From an optimization exercise on the open Yosys and OpenROAD flow, aimed at small area and a short achievable clock period; shortcuts taken in it are not production practice.
RTL that was checked went through simulation tests only; none was proved equivalent to the original.
Power figures rest on the tool's default switching activity, not on a simulated workload.

==> inputs of run K <==
## dmem_responder
module dmem_responder #(
  parameter int          Nloc        = 64,
  parameter int          Dbits       = 32,
  parameter logic [31:0] RAM_BASE    = {dmem_pkg::RAM_REGION, 16'h0000},
  parameter logic [31:0] IO_BASE     = {dmem_pkg::IO_REGION, 16'h0000}
) (
  input  logic             clk,
  input  logic             reset,
  input  logic             mem_req,
  input  logic             mem_wr,
  input  logic [Dbits-1:0] mem_addr,
  input  logic [Dbits-1:0] mem_writedata,
  output logic [Dbits-1:0] mem_readdata,
  output logic             stall,
  output logic [15:0]      led,
  output logic [Dbits-1:0] cycle_count
);
==> module dmem_ram, before the edit <==
module dmem_ram #(
  parameter int Nloc  = 64,
  parameter int Dbits = 32
) (
  input  logic                      clk,
  input  logic [Nloc/4-1:0]         ins_sel,
  input  logic [Nloc/4-1:0]         ins_keep,
  input  logic [Dbits-1:0]          wdata,
  input  logic [Nloc/2-1:0]         rd_sel,
  output logic [Dbits-1:0]          rdata
);
  logic [Nloc-1:0][Dbits-1:0] ring;
  always_ff @(posedge clk) begin
    for (int i = 0; i < Nloc; i++) begin
      if (i % 4 == 0) begin
        ring[i] <= (ring[(i + Nloc - 1) % Nloc] & {Dbits{ins_keep[i / 4]}})
                 | (wdata & {Dbits{ins_sel[i / 4]}});
      end else begin
        ring[i] <= ring[(i + Nloc - 1) % Nloc];
      end
    end
  end
  always_comb begin
    rdata = '0;
    for (int j = 0; j < Nloc / 2; j++) begin
      rdata = rdata | (ring[2 * j] & {Dbits{rd_sel[j]}});
    end
  end
endmodule
==> module dmem_responder, before the edit <==
module dmem_responder #(
  parameter int          Nloc        = 64,
  parameter int          Dbits       = 32,
  parameter logic [31:0] RAM_BASE    = {dmem_pkg::RAM_REGION, 16'h0000},
  parameter logic [31:0] IO_BASE     = {dmem_pkg::IO_REGION, 16'h0000}
) (
  input  logic             clk,
  input  logic             reset,
  input  logic             mem_req,
  input  logic             mem_wr,
  input  logic [Dbits-1:0] mem_addr,
  input  logic [Dbits-1:0] mem_writedata,
  output logic [Dbits-1:0] mem_readdata,
  output logic             stall,
  output logic [15:0]      led,
  output logic [Dbits-1:0] cycle_count
);
  localparam int AW = $clog2(Nloc);
  logic c1_q, c2_q, c3_q;
  logic idle;
  logic             wr_q;
  logic             ram_q, led_sel_q, cnt_sel_q;
  logic [AW-1:0]    sqn_q;
  logic [Nloc/2-1:0] tsel_q;
  logic [AW-1:0]    s1;
  logic [Dbits-1:0] wdata_q;
  logic [AW-1:0]    ph_q;
  logic             pv_q;
  logic [AW-1:0]    pnext_q;
  logic [Dbits-1:0] pdata_q;
  logic [Nloc/4-1:0] ins_q;
  logic [Nloc/4-1:0] keep_q;
  logic [Nloc/4-1:0] ins_d;
  logic [Nloc/4-1:0] ins_new;
  logic [Nloc/4-1:0] ins_old;
  logic [AW-1:0]    sq1;
  logic [AW-1:0]    pn1;
  logic             commit_ram;
  logic             pv_d;
  logic [AW-1:0]    pnext_d;
  logic [15:0]      led_q;
  logic [Dbits-1:0] cyc_q;
  logic             is_ram, is_led, is_cnt;
  logic             commit;
  logic             ins_now;
  logic [Dbits-1:0] tap_data;
  logic             byp;
  logic [Dbits-1:0] io_val;
  logic             hold1;
  logic             w_tap, r_tap;
  logic [Dbits-1:0] w_alt, r_alt;
  logic [Dbits-1:0] rdata_q;
  assign idle   = !(c1_q || c2_q || c3_q);
  assign s1     = mem_addr[AW+1:2] + ph_q;
  assign is_ram = (mem_addr[31:16] == RAM_BASE[31:16]);
  assign is_led = (mem_addr[31:16] == IO_BASE[31:16]) && (mem_addr[15:2] == 14'd0);
  assign is_cnt = (mem_addr[31:16] == IO_BASE[31:16]) && (mem_addr[15:2] == 14'd1);
  assign commit  = c3_q && mem_req && wr_q;
  assign commit_ram = commit && ram_q;
  assign ins_now = pv_q && (pnext_q[1:0] == 2'd0);
  assign pv_d    = commit_ram || (pv_q && !ins_now);
  assign sq1     = sqn_q + 1'b1;
  assign pn1     = pnext_q + 1'b1;
  assign pnext_d = commit_ram ? sq1 : pn1;
  assign ins_new = (sq1[1:0] == 2'd0) ? (Nloc/4)'(1) << sq1[AW-1:2] : '0;
  assign ins_old = (pv_q && !ins_now && (pn1[1:0] == 2'd0)) ? (Nloc/4)'(1) << pn1[AW-1:2] : '0;
  assign ins_d   = commit_ram ? ins_new : ins_old;
  dmem_ram #(
    .Nloc  (Nloc),
    .Dbits (Dbits)
  ) u_ram (
    .clk     (clk),
    .ins_sel (ins_q),
    .ins_keep(keep_q),
    .wdata   (pdata_q),
    .rd_sel  (tsel_q),
    .rdata   (tap_data)
  );
  assign byp = pv_q && (pnext_q == sqn_q);
  always_comb begin
    io_val = '0;
    if (led_sel_q) begin
      io_val = {{(Dbits-16){1'b0}}, led_q};
    end else if (cnt_sel_q) begin
      io_val = cyc_q;
    end
  end
  assign w_tap   = !idle && !byp;
  assign w_alt   = idle ? mem_writedata : pdata_q;
  assign r_tap   = ram_q && sqn_q[0] && !byp;
  assign r_alt   = !ram_q ? io_val : (sqn_q[0] ? pdata_q : wdata_q);
  assign hold1 = c1_q && !wr_q && sqn_q[0];
  always_ff @(posedge clk or posedge reset) begin
    if (reset) begin
      c1_q <= 1'b0;
      c2_q <= 1'b0;
      c3_q <= 1'b0;
    end else begin
      c1_q <= idle && mem_req;
      c2_q <= c1_q && mem_req;
      c3_q <= c2_q && mem_req;
    end
  end
  always_ff @(posedge clk) begin
    ph_q <= ph_q + 1'b1;
    if (idle) begin
      wr_q      <= mem_wr;
      ram_q     <= is_ram;
      led_sel_q <= is_led;
      cnt_sel_q <= is_cnt;
      sqn_q     <= s1;
    end else begin
      sqn_q     <= sqn_q + 1'b1;
    end
    tsel_q <= (Nloc/2)'(1) << (idle ? s1[AW-1:1] : sqn_q[AW-1:1]);
    if (idle || hold1) begin
      wdata_q <= w_tap ? tap_data : w_alt;
    end
    rdata_q <= r_tap ? tap_data : r_alt;
    pv_q    <= pv_d;
    pnext_q <= pnext_d;
    ins_q   <= ins_d;
    keep_q  <= ~ins_d;
    if (commit_ram) begin
      pdata_q <= wdata_q;
    end
  end
  always_ff @(posedge clk or posedge reset) begin
    if (reset) begin
      led_q <= '0;
    end else if (commit && led_sel_q) begin
      led_q <= wdata_q[15:0];
    end
  end
  always_ff @(posedge clk or posedge reset) begin
    if (reset) begin
      cyc_q <= '0;
    end else begin
      cyc_q <= cyc_q + 1'b1;
    end
  end
  assign stall        = mem_req && !c3_q && !reset;
  assign mem_readdata = rdata_q;
  assign led          = led_q;
  assign cycle_count  = cyc_q;
endmodule
Settings: LEC_CHECK=0, ABC_CLOCK_PERIOD_IN_PS=2000, CAP_MARGIN=20, CORE_MARGIN=2, CORE_UTILIZATION=60, PLACE_DENSITY=0.7, SETUP_SLACK_MARGIN=2.15, SLEW_MARGIN=20; clock period 4.4 ns.
standard.sh (not shown) runs the stock make flow with config.mk's settings and CLKGATE_MAP_FILE= SYNTH_SCRIPT=/design/flow/synth_recipe.tcl, a recipe that flattens the netlist after the stock synthesis.
==> flow/flow/run.sh <==
#!/bin/bash
# Standard layout with port buffers made of plain buffers, free resizing, and a
# clock tree of clkbuf_16 trunks and clkbuf_8 leaves without dummy loads.
set -euo pipefail
CTS="-sink_clustering_enable -repair_clock_nets -sink_clustering_size 16 -sink_clustering_max_diameter 50"
CTS="$CTS -buf_list {sky130_fd_sc_hd__clkbuf_8 sky130_fd_sc_hd__clkbuf_16} -root_buf sky130_fd_sc_hd__clkbuf_16"
CTS="$CTS -sink_clustering_buffer sky130_fd_sc_hd__clkbuf_8 -dont_use_dummy_load"
bash standard.sh 'BUFFER_PORTS_ARGS=-buffer_cell sky130_fd_sc_hd__buf_2' MATCH_CELL_FOOTPRINT=0 "CTS_ARGS=$CTS" finish > run_make.log 2>&1
==> inputs of run H, as changes to run K <==
==> flow/design.v (replaced) <==
package dmem_pkg;
  localparam logic [15:0] RAM_REGION = 16'h1001;
  localparam logic [15:0] IO_REGION  = 16'h1003;
endpackage
module dmem_ram #(
  parameter int Nloc  = 64,
  parameter int Dbits = 32
) (
  input  logic                      clk,
  input  logic                      ins_en,
  input  logic [$clog2(Nloc)-3:0]   ins_idx,
  input  logic [Dbits-1:0]          wdata,
  input  logic [$clog2(Nloc)-2:0]   rd_idx,
  output logic [Dbits-1:0]          rdata
);
  logic [Nloc-1:0][Dbits-1:0] ring;
  logic [Nloc/2-1:0][Dbits-1:0] taps;
  always_ff @(posedge clk) begin
    for (int i = 0; i < Nloc; i++) begin
      if (i % 4 == 0 && ins_en && ins_idx == ($clog2(Nloc)-2)'(i / 4)) begin
        ring[i] <= wdata;
      end else begin
        ring[i] <= ring[(i + Nloc - 1) % Nloc];
      end
    end
  end
  always_comb begin
    for (int j = 0; j < Nloc / 2; j++) begin
      taps[j] = ring[2 * j];
    end
  end
  assign rdata = taps[rd_idx];
endmodule
module dmem_responder #(
  parameter int          Nloc        = 64,
  parameter int          Dbits       = 32,
  parameter logic [31:0] RAM_BASE    = {dmem_pkg::RAM_REGION, 16'h0000},
  parameter logic [31:0] IO_BASE     = {dmem_pkg::IO_REGION, 16'h0000}
) (
  input  logic             clk,
  input  logic             reset,
  input  logic             mem_req,
  input  logic             mem_wr,
  input  logic [Dbits-1:0] mem_addr,
  input  logic [Dbits-1:0] mem_writedata,
  output logic [Dbits-1:0] mem_readdata,
  output logic             stall,
  output logic [15:0]      led,
  output logic [Dbits-1:0] cycle_count
);
  localparam int AW = $clog2(Nloc);
  logic c1_q, c2_q, c3_q;
  logic idle;
  logic             wr_q;
  logic             ram_q, led_sel_q, cnt_sel_q;
  logic [AW-1:0]    sqn_q;
  logic [Dbits-1:0] wdata_q;
  logic [Dbits-1:0] rdata_q;
  logic [AW-1:0]    ph_q;
  logic             pv_q;
  logic [AW-1:0]    pnext_q;
  logic [Dbits-1:0] pdata_q;
  logic [15:0]      led_q;
  logic [Dbits-1:0] cyc_q;
  logic             is_ram, is_led, is_cnt;
  logic             commit;
  logic             ins_now;
  logic [Dbits-1:0] tap_data;
  logic [Dbits-1:0] ram_val;
  logic [Dbits-1:0] rd_val;
  logic             rd_en;
  assign idle   = !(c1_q || c2_q || c3_q);
  assign is_ram = (mem_addr[31:16] == RAM_BASE[31:16]);
  assign is_led = (mem_addr[31:16] == IO_BASE[31:16]) && (mem_addr[15:2] == 14'd0);
  assign is_cnt = (mem_addr[31:16] == IO_BASE[31:16]) && (mem_addr[15:2] == 14'd1);
  assign commit  = c3_q && mem_req && wr_q;
  assign ins_now = pv_q && (pnext_q[1:0] == 2'd0);
  dmem_ram #(
    .Nloc  (Nloc),
    .Dbits (Dbits)
  ) u_ram (
    .clk     (clk),
    .ins_en  (ins_now),
    .ins_idx (pnext_q[AW-1:2]),
    .wdata   (pdata_q),
    .rd_idx  (sqn_q[AW-1:1]),
    .rdata   (tap_data)
  );
  assign ram_val = (pv_q && (pnext_q == sqn_q)) ? pdata_q : tap_data;
  always_comb begin
    rd_val = '0;
    if (ram_q) begin
      rd_val = ram_val;
    end else if (led_sel_q) begin
      rd_val = {{(Dbits-16){1'b0}}, led_q};
    end else if (cnt_sel_q) begin
      rd_val = cyc_q;
    end
  end
  assign rd_en = ram_q ? ((c1_q || c2_q) && sqn_q[0]) : c2_q;
  always_ff @(posedge clk or posedge reset) begin
    if (reset) begin
      c1_q <= 1'b0;
      c2_q <= 1'b0;
      c3_q <= 1'b0;
    end else begin
      c1_q <= idle && mem_req;
      c2_q <= c1_q && mem_req;
      c3_q <= c2_q && mem_req;
    end
  end
  always_ff @(posedge clk) begin
    ph_q <= ph_q + 1'b1;
    if (idle) begin
      wr_q      <= mem_wr;
      ram_q     <= is_ram;
      led_sel_q <= is_led;
      cnt_sel_q <= is_cnt;
      sqn_q     <= mem_addr[AW+1:2] + ph_q;
      wdata_q   <= mem_writedata;
    end else begin
      sqn_q     <= sqn_q + 1'b1;
    end
    if (rd_en) begin
      rdata_q <= rd_val;
    end
    pv_q    <= (commit && ram_q) || (pv_q && !ins_now);
    pnext_q <= ((commit && ram_q) ? sqn_q : pnext_q) + 1'b1;
    if (commit && ram_q) begin
      pdata_q <= wdata_q;
    end
  end
  always_ff @(posedge clk or posedge reset) begin
    if (reset) begin
      led_q <= '0;
    end else if (commit && led_sel_q) begin
      led_q <= wdata_q[15:0];
    end
  end
  always_ff @(posedge clk or posedge reset) begin
    if (reset) begin
      cyc_q <= '0;
    end else begin
      cyc_q <= cyc_q + 1'b1;
    end
  end
  assign stall        = mem_req && !c3_q && !reset;
  assign mem_readdata = rdata_q;
  assign led          = led_q;
  assign cycle_count  = cyc_q;
endmodule
==> flow/run.sh (new file) <==
#!/bin/bash
# synth_recipe.tcl (not shown) runs the flow's synth.tcl, then flattens the netlist and writes it again
# the make line also repeats each setting of config.mk as NAME=value (left out here)
make -C /OpenROAD-flow-scripts/flow DESIGN_CONFIG=/design/flow/config.mk WORK_HOME=/design/flow/orfs CLKGATE_MAP_FILE= SYNTH_SCRIPT=/design/flow/synth_recipe.tcl finish
==> flow/config.mk (replaced) <==
export PLATFORM = sky130hd
export DESIGN_NAME = dmem_responder
export DESIGN_NICKNAME = dmem_responder
export VERILOG_FILES = /design/flow/design.v
export SDC_FILE = /design/flow/constraint.sdc
export NUM_CORES = 4
export LEC_CHECK = 0
export CAP_MARGIN = 20
export CORE_MARGIN = 2
export CORE_UTILIZATION = 35
export SLEW_MARGIN = 20
removed: flow/flow/run.sh
removed: flow/standard.sh
==> inputs of run F, as changes to run K <==
--- a/flow/design.v
+++ b/flow/design.v
@@ -9,5 +9,4 @@
   input  logic                      clk,
   input  logic [Nloc/4-1:0]         ins_sel,
-  input  logic [Nloc/4-1:0]         ins_keep,
   input  logic [Dbits-1:0]          wdata,
   input  logic [Nloc/2-1:0]         rd_sel,
@@ -17,7 +16,6 @@
   always_ff @(posedge clk) begin
     for (int i = 0; i < Nloc; i++) begin
-      if (i % 4 == 0) begin
-        ring[i] <= (ring[(i + Nloc - 1) % Nloc] & {Dbits{ins_keep[i / 4]}})
-                 | (wdata & {Dbits{ins_sel[i / 4]}});
+      if (i % 4 == 0 && ins_sel[i / 4]) begin
+        ring[i] <= wdata;
       end else begin
         ring[i] <= ring[(i + Nloc - 1) % Nloc];
@@ -63,11 +61,4 @@
   logic [Dbits-1:0] pdata_q;
   logic [Nloc/4-1:0] ins_q;
-  logic [Nloc/4-1:0] keep_q;
-  logic [Nloc/4-1:0] ins_d;
-  logic [Nloc/4-1:0] ins_new;
-  logic [Nloc/4-1:0] ins_old;
-  logic [AW-1:0]    sq1;
-  logic [AW-1:0]    pn1;
-  logic             commit_ram;
   logic             pv_d;
   logic [AW-1:0]    pnext_d;
@@ -80,8 +71,7 @@
   logic             byp;
   logic [Dbits-1:0] io_val;
-  logic             hold1;
-  logic             w_tap, r_tap;
-  logic [Dbits-1:0] w_alt, r_alt;
-  logic [Dbits-1:0] rdata_q;
+  logic [Dbits-1:0] other_val;
+  logic             use_tap;
+  logic             rd_en;
   assign idle   = !(c1_q || c2_q || c3_q);
   assign s1     = mem_addr[AW+1:2] + ph_q;
@@ -90,13 +80,7 @@
   assign is_cnt = (mem_addr[31:16] == IO_BASE[31:16]) && (mem_addr[15:2] == 14'd1);
   assign commit  = c3_q && mem_req && wr_q;
-  assign commit_ram = commit && ram_q;
   assign ins_now = pv_q && (pnext_q[1:0] == 2'd0);
-  assign pv_d    = commit_ram || (pv_q && !ins_now);
-  assign sq1     = sqn_q + 1'b1;
-  assign pn1     = pnext_q + 1'b1;
-  assign pnext_d = commit_ram ? sq1 : pn1;
-  assign ins_new = (sq1[1:0] == 2'd0) ? (Nloc/4)'(1) << sq1[AW-1:2] : '0;
-  assign ins_old = (pv_q && !ins_now && (pn1[1:0] == 2'd0)) ? (Nloc/4)'(1) << pn1[AW-1:2] : '0;
-  assign ins_d   = commit_ram ? ins_new : ins_old;
+  assign pv_d    = (commit && ram_q) || (pv_q && !ins_now);
+  assign pnext_d = ((commit && ram_q) ? sqn_q : pnext_q) + 1'b1;
   dmem_ram #(
     .Nloc  (Nloc),
@@ -105,5 +89,4 @@
     .clk     (clk),
     .ins_sel (ins_q),
-    .ins_keep(keep_q),
     .wdata   (pdata_q),
     .rd_sel  (tsel_q),
@@ -119,9 +102,7 @@
     end
   end
-  assign w_tap   = !idle && !byp;
-  assign w_alt   = idle ? mem_writedata : pdata_q;
-  assign r_tap   = ram_q && sqn_q[0] && !byp;
-  assign r_alt   = !ram_q ? io_val : (sqn_q[0] ? pdata_q : wdata_q);
-  assign hold1 = c1_q && !wr_q && sqn_q[0];
+  assign use_tap   = !idle && ram_q && !byp;
+  assign other_val = idle ? mem_writedata : ((ram_q && byp) ? pdata_q : io_val);
+  assign rd_en = !wr_q && (ram_q ? ((c1_q || c2_q) && sqn_q[0]) : c2_q);
   always_ff @(posedge clk or posedge reset) begin
     if (reset) begin
@@ -143,17 +124,15 @@
       cnt_sel_q <= is_cnt;
       sqn_q     <= s1;
+      tsel_q    <= (Nloc/2)'(1) << s1[AW-1:1];
     end else begin
       sqn_q     <= sqn_q + 1'b1;
     end
-    tsel_q <= (Nloc/2)'(1) << (idle ? s1[AW-1:1] : sqn_q[AW-1:1]);
-    if (idle || hold1) begin
-      wdata_q <= w_tap ? tap_data : w_alt;
+    if (idle || rd_en) begin
+      wdata_q <= use_tap ? tap_data : other_val;
     end
-    rdata_q <= r_tap ? tap_data : r_alt;
     pv_q    <= pv_d;
     pnext_q <= pnext_d;
-    ins_q   <= ins_d;
-    keep_q  <= ~ins_d;
-    if (commit_ram) begin
+    ins_q   <= pv_d && (pnext_d[1:0] == 2'd0) ? (Nloc/4)'(1) << pnext_d[AW-1:2] : '0;
+    if (commit && ram_q) begin
       pdata_q <= wdata_q;
     end
@@ -174,5 +153,5 @@
   end
   assign stall        = mem_req && !c3_q && !reset;
-  assign mem_readdata = rdata_q;
+  assign mem_readdata = wdata_q;
   assign led          = led_q;
   assign cycle_count  = cyc_q;
--- a/flow/flow/run.sh
+++ b/flow/flow/run.sh
@@ -3,5 +3,5 @@
 # clock tree of clkbuf_16 trunks and clkbuf_8 leaves without dummy loads.
 set -euo pipefail
-CTS="-sink_clustering_enable -repair_clock_nets -sink_clustering_size 16 -sink_clustering_max_diameter 50"
+CTS="-sink_clustering_enable -repair_clock_nets -sink_clustering_size 20 -sink_clustering_max_diameter 50"
 CTS="$CTS -buf_list {sky130_fd_sc_hd__clkbuf_8 sky130_fd_sc_hd__clkbuf_16} -root_buf sky130_fd_sc_hd__clkbuf_16"
 CTS="$CTS -sink_clustering_buffer sky130_fd_sc_hd__clkbuf_8 -dont_use_dummy_load"
--- a/flow/config.mk
+++ b/flow/config.mk
@@ -9,6 +9,9 @@
 export CAP_MARGIN = 20
 export CORE_MARGIN = 2
-export CORE_UTILIZATION = 60
-export PLACE_DENSITY = 0.7
-export SETUP_SLACK_MARGIN = 2.15
+export CORE_UTILIZATION = 70
+export CTS_BUF_LIST = sky130_fd_sc_hd__clkbuf_8 sky130_fd_sc_hd__clkbuf_16
+export CTS_CLUSTER_DIAMETER = 40
+export CTS_CLUSTER_SIZE = 20
+export PLACE_DENSITY = 0.8
+export SETUP_SLACK_MARGIN = 2.1
 export SLEW_MARGIN = 20
==> results.txt <==
Fmax: run H < run F < run K.
Die area, lowest first: run F, run K, run H.
The highest cell area belongs to run H, the lowest to run F.
Power, highest first: run H, run K, run F.
Clock power: run K is larger than run F (11%).
Wire length: run H < run F < run K.
Function not checked in run F: the RTL went through the layout flow alone.

-- port drivers added, routing unchanged --
How much do the figures lean on ideal ports? The routed layouts below were timed once more, with nothing changed but the port constraints.
Step 1, drivers: a clkbuf_16 drives clk and a buf_2 each remaining input, both assumed.
Step 2 adds t to the input delays and takes it off the output delays; t is the mean of the earliest and latest rising clock arrival at the registers after step 1. Input paths then give back, and output paths get back, about the clock's delay inside the block.
Slacks: no drivers / after step 1 / after step 2; pairs: no drivers / after step 1.
| run | t, ns | setup WS [ns] | clock arrival spread, ns | pins driven straight from the clock port |
|---|---|---|---|---|
| run K | 0.806 | 2.106 / 2.030 / 1.616 | 0.070 / 0.070 | 1 |
| run H | 0.873 | 1.141 / 1.066 / 1.242 | 0.031 / 0.031 | 1 |
| run F | 0.789 | 2.002 / 1.952 / 1.484 | 0.075 / 0.075 | 1 |
After both steps every run listed still meets setup and hold. The setup slack of run F, which loses most, moves by -0.050 ns with the drivers and by -0.518 ns with both steps.
